From an optimization exercise on the open Yosys and OpenROAD flow, aimed at small area, a short achievable clock period and few clock cycles per item; shortcuts taken in it are not production practice. Function was checked by simulation only, so behaviour that the tests miss may differ from the original. Power and IR drop assume default switching activity.

## flow/design.v

```verilog
`timescale 1ns / 1ps
`default_nettype none
package alen_pkg;
  localparam int ALEN_DEPTH      = 64;
  localparam int ALEN_WORD_WIDTH = 32;
  localparam int OP_W     = 2;
  localparam int POS_W    = 7;
  localparam int DATA_W   = 32;
  localparam int LENGTH_W = 8;
  localparam int STATUS_W = 2;
  typedef enum logic [OP_W-1:0] {
    OP_APPEND = 2'd0,
    OP_READ   = 2'd1,
    OP_REMOVE = 2'd2
  } alen_op_e;
  typedef enum logic [STATUS_W-1:0] {
    ST_OK    = 2'd0,
    ST_RANGE = 2'd1,
    ST_FULL  = 2'd2
  } alen_status_e;
  typedef struct packed {
    alen_op_e            op;
    logic [POS_W-1:0]    position;
    logic [DATA_W-1:0]   word_in;
  } alen_in_t;
  typedef struct packed {
    logic [DATA_W-1:0]   word_out;
    logic [LENGTH_W-1:0] length;
    alen_status_e        status;
  } alen_out_t;
endpackage
`default_nettype wire
`timescale 1ns / 1ps
`default_nettype none
module alen_ctrl
(
  input  logic clk_i,
  input  logic rst_ni,
  input  logic in_valid_i,
  input  logic out_stall_i,
  output logic in_stall_o,
  output logic req_load_o,    
  output logic exec_o,        
  output logic skid_sel_o,    
  output logic out_load_o,    
  output logic skid_load_o,   
  output logic out_valid_o
);
  logic req_v_q, skid_v_q, out_v_q;
  logic out_free;
  assign exec_o      = req_v_q & ~skid_v_q;
  assign in_stall_o  = req_v_q & skid_v_q;
  assign req_load_o  = ~in_stall_o;
  assign skid_sel_o  = skid_v_q;
  assign skid_load_o = ~skid_v_q;
  assign out_free    = ~out_v_q | ~out_stall_i;
  assign out_load_o  = out_free;
  assign out_valid_o = out_v_q;
  always_ff @(posedge clk_i or negedge rst_ni) begin
    if (!rst_ni) begin
      req_v_q  <= 1'b0;
      skid_v_q <= 1'b0;
      out_v_q  <= 1'b0;
    end else begin
      if (req_load_o) begin
        req_v_q <= in_valid_i;
      end
      skid_v_q <= ~out_free & (skid_v_q | exec_o);
      if (out_free) begin
        out_v_q <= skid_v_q | exec_o;
      end
    end
  end
endmodule
`default_nettype wire
`timescale 1ns / 1ps
`default_nettype none
module alen_dpath
#(
  parameter int DEPTH      = alen_pkg::ALEN_DEPTH,
  parameter int WORD_WIDTH = alen_pkg::ALEN_WORD_WIDTH
) (
  input  logic                 clk_i,
  input  logic                 rst_ni,
  input  alen_pkg::alen_in_t   in_data_i,
  input  logic                 req_load_i,
  input  logic                 exec_i,
  input  logic                 skid_sel_i,
  input  logic                 out_load_i,
  input  logic                 skid_load_i,
  output alen_pkg::alen_out_t  out_data_o
);
  localparam int AW    = $clog2(DEPTH);
  localparam int CNT_W = $clog2(DEPTH + 1);
  logic [WORD_WIDTH-1:0] mem_q [DEPTH];
  alen_pkg::alen_op_e          op_q;
  logic [alen_pkg::POS_W-1:0]  pos_q;
  logic [WORD_WIDTH-1:0]       word_q;
  logic [DEPTH-1:0]            sel_q;
  logic [CNT_W-1:0]            count_q, count_d;
  alen_pkg::alen_out_t res, skid_q, out_q;
  always_ff @(posedge clk_i) begin
    if (req_load_i) begin
      op_q   <= in_data_i.op;
      pos_q  <= in_data_i.position;
      word_q <= in_data_i.word_in;
      for (int i = 0; i < DEPTH; i++) begin
        sel_q[i] <= in_data_i.position == alen_pkg::POS_W'(i);
      end
    end
  end
  logic is_app, is_rd, is_rm, full, pos_ok, do_app, do_rm;
  assign is_app = op_q == alen_pkg::OP_APPEND;
  assign is_rd  = op_q == alen_pkg::OP_READ;
  assign is_rm  = op_q == alen_pkg::OP_REMOVE;
  assign full   = count_q == CNT_W'(DEPTH);
  assign pos_ok = pos_q < alen_pkg::POS_W'(count_q);
  assign do_app = exec_i & is_app & ~full;
  assign do_rm  = exec_i & is_rm & pos_ok;
  always_comb begin
    count_d = count_q;
    if (do_app) begin
      count_d = count_q + CNT_W'(1);
    end else if (do_rm) begin
      count_d = count_q - CNT_W'(1);
    end
  end
  always_ff @(posedge clk_i or negedge rst_ni) begin
    if (!rst_ni) begin
      count_q <= '0;
    end else begin
      count_q <= count_d;
    end
  end
  for (genvar i = 0; i < DEPTH; i++) begin : g_ent
    logic wr_app, wr_rm;
    assign wr_app = do_app & (count_q[AW-1:0] == AW'(i));
    assign wr_rm  = do_rm & (pos_q[AW-1:0] <= AW'(i));
    if (i < DEPTH - 1) begin : g_sh
      always_ff @(posedge clk_i) begin
        if (wr_app | wr_rm) begin
          mem_q[i] <= is_rm ? mem_q[i+1] : word_q;
        end
      end
    end else begin : g_top
      always_ff @(posedge clk_i) begin
        if (wr_app) begin
          mem_q[i] <= word_q;
        end
      end
    end
  end
  logic [WORD_WIDTH-1:0] rd_word;
  always_comb begin
    rd_word = '0;
    for (int i = 0; i < DEPTH; i++) begin
      rd_word = rd_word | (mem_q[i] & {WORD_WIDTH{sel_q[i]}});
    end
  end
  always_comb begin
    res.word_out = (is_rd & pos_ok) ? rd_word : '0;
    res.length   = alen_pkg::LENGTH_W'(count_d);
    if (is_app) begin
      res.status = full ? alen_pkg::ST_FULL : alen_pkg::ST_OK;
    end else if ((is_rd | is_rm) & ~pos_ok) begin
      res.status = alen_pkg::ST_RANGE;
    end else begin
      res.status = alen_pkg::ST_OK;
    end
  end
  always_ff @(posedge clk_i) begin
    if (skid_load_i) begin
      skid_q <= res;
    end
    if (out_load_i) begin
      out_q <= skid_sel_i ? skid_q : res;
    end
  end
  assign out_data_o = out_q;
endmodule
`default_nettype wire
`timescale 1ns / 1ps
`default_nettype none
module array_list_engine_core
#(
  parameter int DEPTH      = alen_pkg::ALEN_DEPTH,
  parameter int WORD_WIDTH = alen_pkg::ALEN_WORD_WIDTH
) (
  input  logic        clk_i,
  input  logic        rst_ni,
  input  logic [40:0] in_data_i,
  input  logic        in_valid_i,
  output logic        in_stall_o,
  output logic [41:0] out_data_o,
  output logic        out_valid_o,
  input  logic        out_stall_i
);
  alen_pkg::alen_in_t  in_data;
  alen_pkg::alen_out_t out_data;
  logic req_load, exec, skid_sel, out_load, skid_load;
  assign in_data    = alen_pkg::alen_in_t'(in_data_i);
  assign out_data_o = out_data;
  alen_ctrl u_ctrl (
    .clk_i       (clk_i),
    .rst_ni      (rst_ni),
    .in_valid_i  (in_valid_i),
    .out_stall_i (out_stall_i),
    .in_stall_o  (in_stall_o),
    .req_load_o  (req_load),
    .exec_o      (exec),
    .skid_sel_o  (skid_sel),
    .out_load_o  (out_load),
    .skid_load_o (skid_load),
    .out_valid_o (out_valid_o)
  );
  alen_dpath #(
    .DEPTH      (DEPTH),
    .WORD_WIDTH (WORD_WIDTH)
  ) u_dpath (
    .clk_i       (clk_i),
    .rst_ni      (rst_ni),
    .in_data_i   (in_data),
    .req_load_i  (req_load),
    .exec_i      (exec),
    .skid_sel_i  (skid_sel),
    .out_load_i  (out_load),
    .skid_load_i (skid_load),
    .out_data_o  (out_data)
  );
endmodule
`default_nettype wire
```

## flow/run.sh

```bash
#!/bin/bash
# synth_recipe.tcl (not shown) runs the flow's synth.tcl, then flattens the netlist and writes it again
# the make line also repeats each setting of config.mk as NAME=value (left out here)
make -C /OpenROAD-flow-scripts/flow DESIGN_CONFIG=/design/flow/config.mk WORK_HOME=/design/flow/orfs CLKGATE_MAP_FILE= SYNTH_SCRIPT=/design/flow/synth_recipe.tcl finish
```

## flow/config.mk

```make
export PLATFORM = sky130hd
export DESIGN_NAME = array_list_engine_core
export DESIGN_NICKNAME = array_list_engine_core
export VERILOG_FILES = /design/flow/design.v
export SDC_FILE = /design/flow/constraint.sdc
export NUM_CORES = 4
export LEC_CHECK = 0
export CAP_MARGIN = 20
export CORE_MARGIN = 2
export CORE_UTILIZATION = 40
export SLEW_MARGIN = 20
```

## flow/constraint.sdc

```tcl
create_clock -name core_clock -period 9.0 [get_ports {clk_i}]
set_input_delay 1.8000 -clock core_clock [delete_from_list [all_inputs] [get_ports {clk_i}]]
set_output_delay 1.8000 -clock core_clock [all_outputs]
set_load 0.01 [all_outputs]
```

==> results by group <==
Status
  – Status: complete, no violations

Clock network
  – H-tree depth: 4
  – CTS tree: done
  – Root buffer cell: clkbuf_16
  – Setup bufs post-CTS: 0
  – Hold buffer count at cts: 0
  – Maximum buffer depth of the clock tree: 3
  – Post-CTS sizing: 0
  – Clock slew at reported path FFs: 0.06 ns
  – CTS sink count: 2247
  – CTS buffer count: 226
  – Latest clock arrival within the worst-skew pair: 0.92 ns

Synthesis
  – Post-synth EDFFs: 2195
  – Simple-gate portion of the synthesized area: 0.179
  – Mux cell area share after synthesis: 0.000424
  – Post-Syn Area: 97400 sq um
  – Cell variety after synth: 59
  – Synthesized area per cell: 11.3 sq um
  – Most used DFF post-synth: edfxtp_1
  – #FFs+latches synth: 2247
  – Synthesized-area fraction occupied by adder cells: 0.00180
  – Post-synthesis sequential area ratio: 0.688
  – Largest family of logic cells by synthesized area: simple AND/OR/NAND/NOR gates
  – Compound-Gate Fraction of Synth Area: 0.103
  – Yosys warning count: 3
  – Syn Nets: 8661
  – Synthesized instance count: 8602
  – Asr flop ratio synth: 0.00445
  – XOR/XNOR Fraction of Synth Area: 0.000360

Worst setup path
  – CP Data Arrival Time: 6.00 ns
  – Worst path max stage delay: 0.94 ns
  – R2r startpoint: u_dpath.count_q[4]$_DFF_PN0_
  – CP required: 9.52 ns
  – R2r setup slk: 3.52 ns
  – Crit path launch type: register
  – CP startpoint: u_dpath.count_q[4]$_DFF_PN0_
  – CP cell instances: clkinv_1 > ha_1 > a211o_1 > a21oi_2 > o31ai_4 > or3_2 > or2_1 > o22ai_4 > buf_4
  – Crit Path Class: register to register
  – Largest fanout on the critical path: 22
  – Crit path capture type: register
  – Crit-path slowest cell: or3_2

Floorplan
  – Initial Utilization: 0.401
  – Rows: 181
  – Die width: 498 um
  – Die extent in y: 498 um
  – Top-Level Pins: 89
  – Core footprint: 243000 sq um
  – Die ar.: 248000 sq um

Global routing
  – First-pass GRT wire length: 611000 um
  – GRT Total Usage: 0.358
  – Total global routing overflow: 0
  – Antenna violations before repair: 22
  – Vias in the first global route: 73055
  – Pin count of the biggest net entering global routing: 179

Placement
  – Dpl hpwl: 254000 um
  – Port Buf Inserts: 88
  – Pre-CTS worst setup slack: 3.62 ns
  – Gpl congestion: 0.950

Detailed routing
  – Avg WL per Cell: 38.6 um
  – Via count: 81298
  – Residual DRC count: 0
  – Routed Antenna Nets: 0
  – Initial DRC Count: 19141
  – Drt first pass iters: 10
  – Vias per cell: 6.83
  – Final wirelength: 459000 um

STA
  – Worst slew pin tran: 1.35 ns
  – Final hold slack: 0.460 ns
  – TNS Setup: 0 ns
  – Minimum clock period: 5.48 ns
  – Clock skew: 0.0642 ns
  – Setup violations, final: 0
  – Setup ws final: 3.52 ns
  – Final Hold Fails: 0
  – RSZ-0062 raised after global routing: no
  – Fin crit share: 0.609
  – Fmax: 0.182 GHz
  – Pins Over Slew Limit: 0
  – Worst slew margin: 0.0976

Pwr
  – Sw frac: 0.295
  – Psw: 7.79 mW
  – Static Leak: 41.0 nW
  – Logic pwr share: 0.150
  – Clk pwr share: 0.368
  – Peak VDD IR: 0.218 mV
  – Seq pwr share: 0.483
  – Pwr dens: 239 nW/um^2
  – Pint: 18.6 mW

Cells and area
  – Fillcell total: 22280
  – Commonest non-fill, non-tap cells in the layout: nand2_1, edfxtp_1, a22o_1
  – Layout cell share with drive strength beyond 1: 0.0789
  – Synthesis-to-layout area growth: 13.1%
  – Final net count: 8545
  – Most common cell after layout, fill and taps aside: nand2_1

Job
  – Max cap viols: 0

Hold path
  – Hold Crit Class: register to register
  – Hold Startpoint: u_dpath.word_q[10]$_DFFE_PN_
## power groups by stage
stage / combinational, mW / sequential, mW / clock, mW
6_report: 3.95 / 12.7 / 9.70
5_1_grt: 4.01 / 12.7 / 10.1
4_1_cts: 3.72 / 12.7 / 9.66
3_5_place_dp: 3.72 / 12.9 / 0
3_3_place_gp: 3.66 / 12.9 / 0
2_1_floorplan: 1.96 / 12.7 / 0
## worst max-delay path, delay by kind of cell, from the launching register on
family                   cells  cell delay, ns
AND/OR/NAND/NOR              2            1.60
AO/OA/AOI/OAI                4            1.52
buffers and inverters        2            0.94
flip-flops                   1            0.59
adder cells (fa/ha/maj)      1            0.42
## final cells by class
class	instances	area [sq um]	share of cell area
diodes	26	65.1	0.000590
clock buffers	271	5900	0.0535
clock inverters	152	1510	0.0137
inverters	15	56.3	0.000511
multi-input cells	5658	28700	0.260
flip-flops and latches	2247	67000	0.608
well taps	3202	4010	0.0364
repair buffers	338	2950	0.0268
## metal layers
layer	vias up	GRT usage	share of wire
li1	30659	-	-
met1	39576	0.456	0.33
met2	8801	0.499	0.40
met3	2243	0.139	0.18
met4	19	0.246	0.088
met5	-	0.00232	0.00049
## worst paths after layout
kind / to / cells past startpoint
min: u_dpath.mem_q[63][10]$_DFFE_PP_ / 0
min reg2reg: u_dpath.mem_q[63][10]$_DFFE_PP_ / 0
max reg2reg: u_dpath.mem_q[13][7]$_DFFE_PP_ / 9
max: u_dpath.mem_q[13][7]$_DFFE_PP_ / 9
max in group asynchronous: u_ctrl.skid_v_q$_DFF_PN0_ / 1
min in group asynchronous: u_dpath.count_q[1]$_DFF_PN0_ / 1
## flip-flops by register name, indices dropped and copies added, names as in the netlist
signal and cells:
u_dpath.count_q 7, u_dpath.pos_q 7, u_dpath.mem_q 2048, u_ctrl.skid_v_q 1
u_dpath.out_q 42, u_ctrl.out_v_q 1, u_dpath.word_q 32, u_ctrl.req_v_q 1
u_dpath.op_q 2, u_dpath.skid_q 42, u_dpath.sel_q 64
## cell usage after synthesis (all sizes together), types with 4 or more instances
library cell | number | area share
a21boi | 5 | 0.00039
o21ai | 41 | 0.0021
or3 | 4 | 0.00026
nand2b | 35 | 0.0022
o31ai | 6 | 0.00060
clkbuf | 579 | 0.022
dfxtp | 42 | 0.0086
nor2b | 12 | 0.00077
nand3 | 22 | 0.0011
o311ai | 4 | 0.00044
a22o | 534 | 0.048
nor2 | 98 | 0.0039
nand3b | 4 | 0.00031
o21a | 4 | 0.00031
xnor2 | 4 | 0.00036
and3 | 4 | 0.00026
buf | 103 | 0.0050
edfxtp | 2195 | 0.68
and2 | 4 | 0.00026
a221oi | 502 | 0.045
ha | 14 | 0.0018
a21oi | 7 | 0.00040
nor3 | 11 | 0.00056
o22ai | 34 | 0.0025
nand4 | 135 | 0.0087
dfrtp | 10 | 0.0026
or4 | 31 | 0.0024
a22oi | 21 | 0.0016
nand2 | 4094 | 0.16
inv | 13 | 0.00050
## cells by family after synthesis
kind of cell               Yosys count
AOI/OAI and AO/OA                 1172
xor gates and xnor gates             4
adders and majority gates           14
buffers and inverters              697
DFF                               2247
muxes                                4
and+or+nand+nor                   4464
## stage by stage
stage | total power [mW] | std cells | util | area (sq um)
after floorplan | 14.7 | 8602 | - | 97400
after global placement | 16.6 | 11451 | 0.422 | 102000
after detailed placement | 16.6 | 11456 | 0.423 | 103000
after CTS | 26.1 | 11879 | 0.453 | 110000
after global routing | 26.8 | 11885 | 0.454 | 110000
final | 26.4 | 11909 | 0.454 | 110000
Testbench counts, summed over its fixed seeds: cycles 16,016, items 16,000.

port drivers added, routing unchanged:
In the flow no input, the clock included, has a driving cell. The finished layout below was timed again as built, in two steps. Step 1 sets driving cells, clkbuf_16 on the clock port and buf_2 on the other inputs (assumed; they add their load-dependent delay and slew). Step 2 adds t to the input delays and takes it off the output delays; t is the mean of the earliest and latest rising clock arrival at the registers after step 1. Input paths then give back, and output paths get back, about the clock's delay inside the block. Slacks: ideal / step 1 / step 2; pairs: ideal / step 1.
t, ns: 0.985
setup slack, ns: 3.516 / 3.516 / 3.516
worst hold slack (ns): 0.460 / 0.460 / 0.460
After both steps this run still meets setup and hold. The setup slack of this run moves by 0.000 ns with the drivers and by 0.000 ns with both steps.
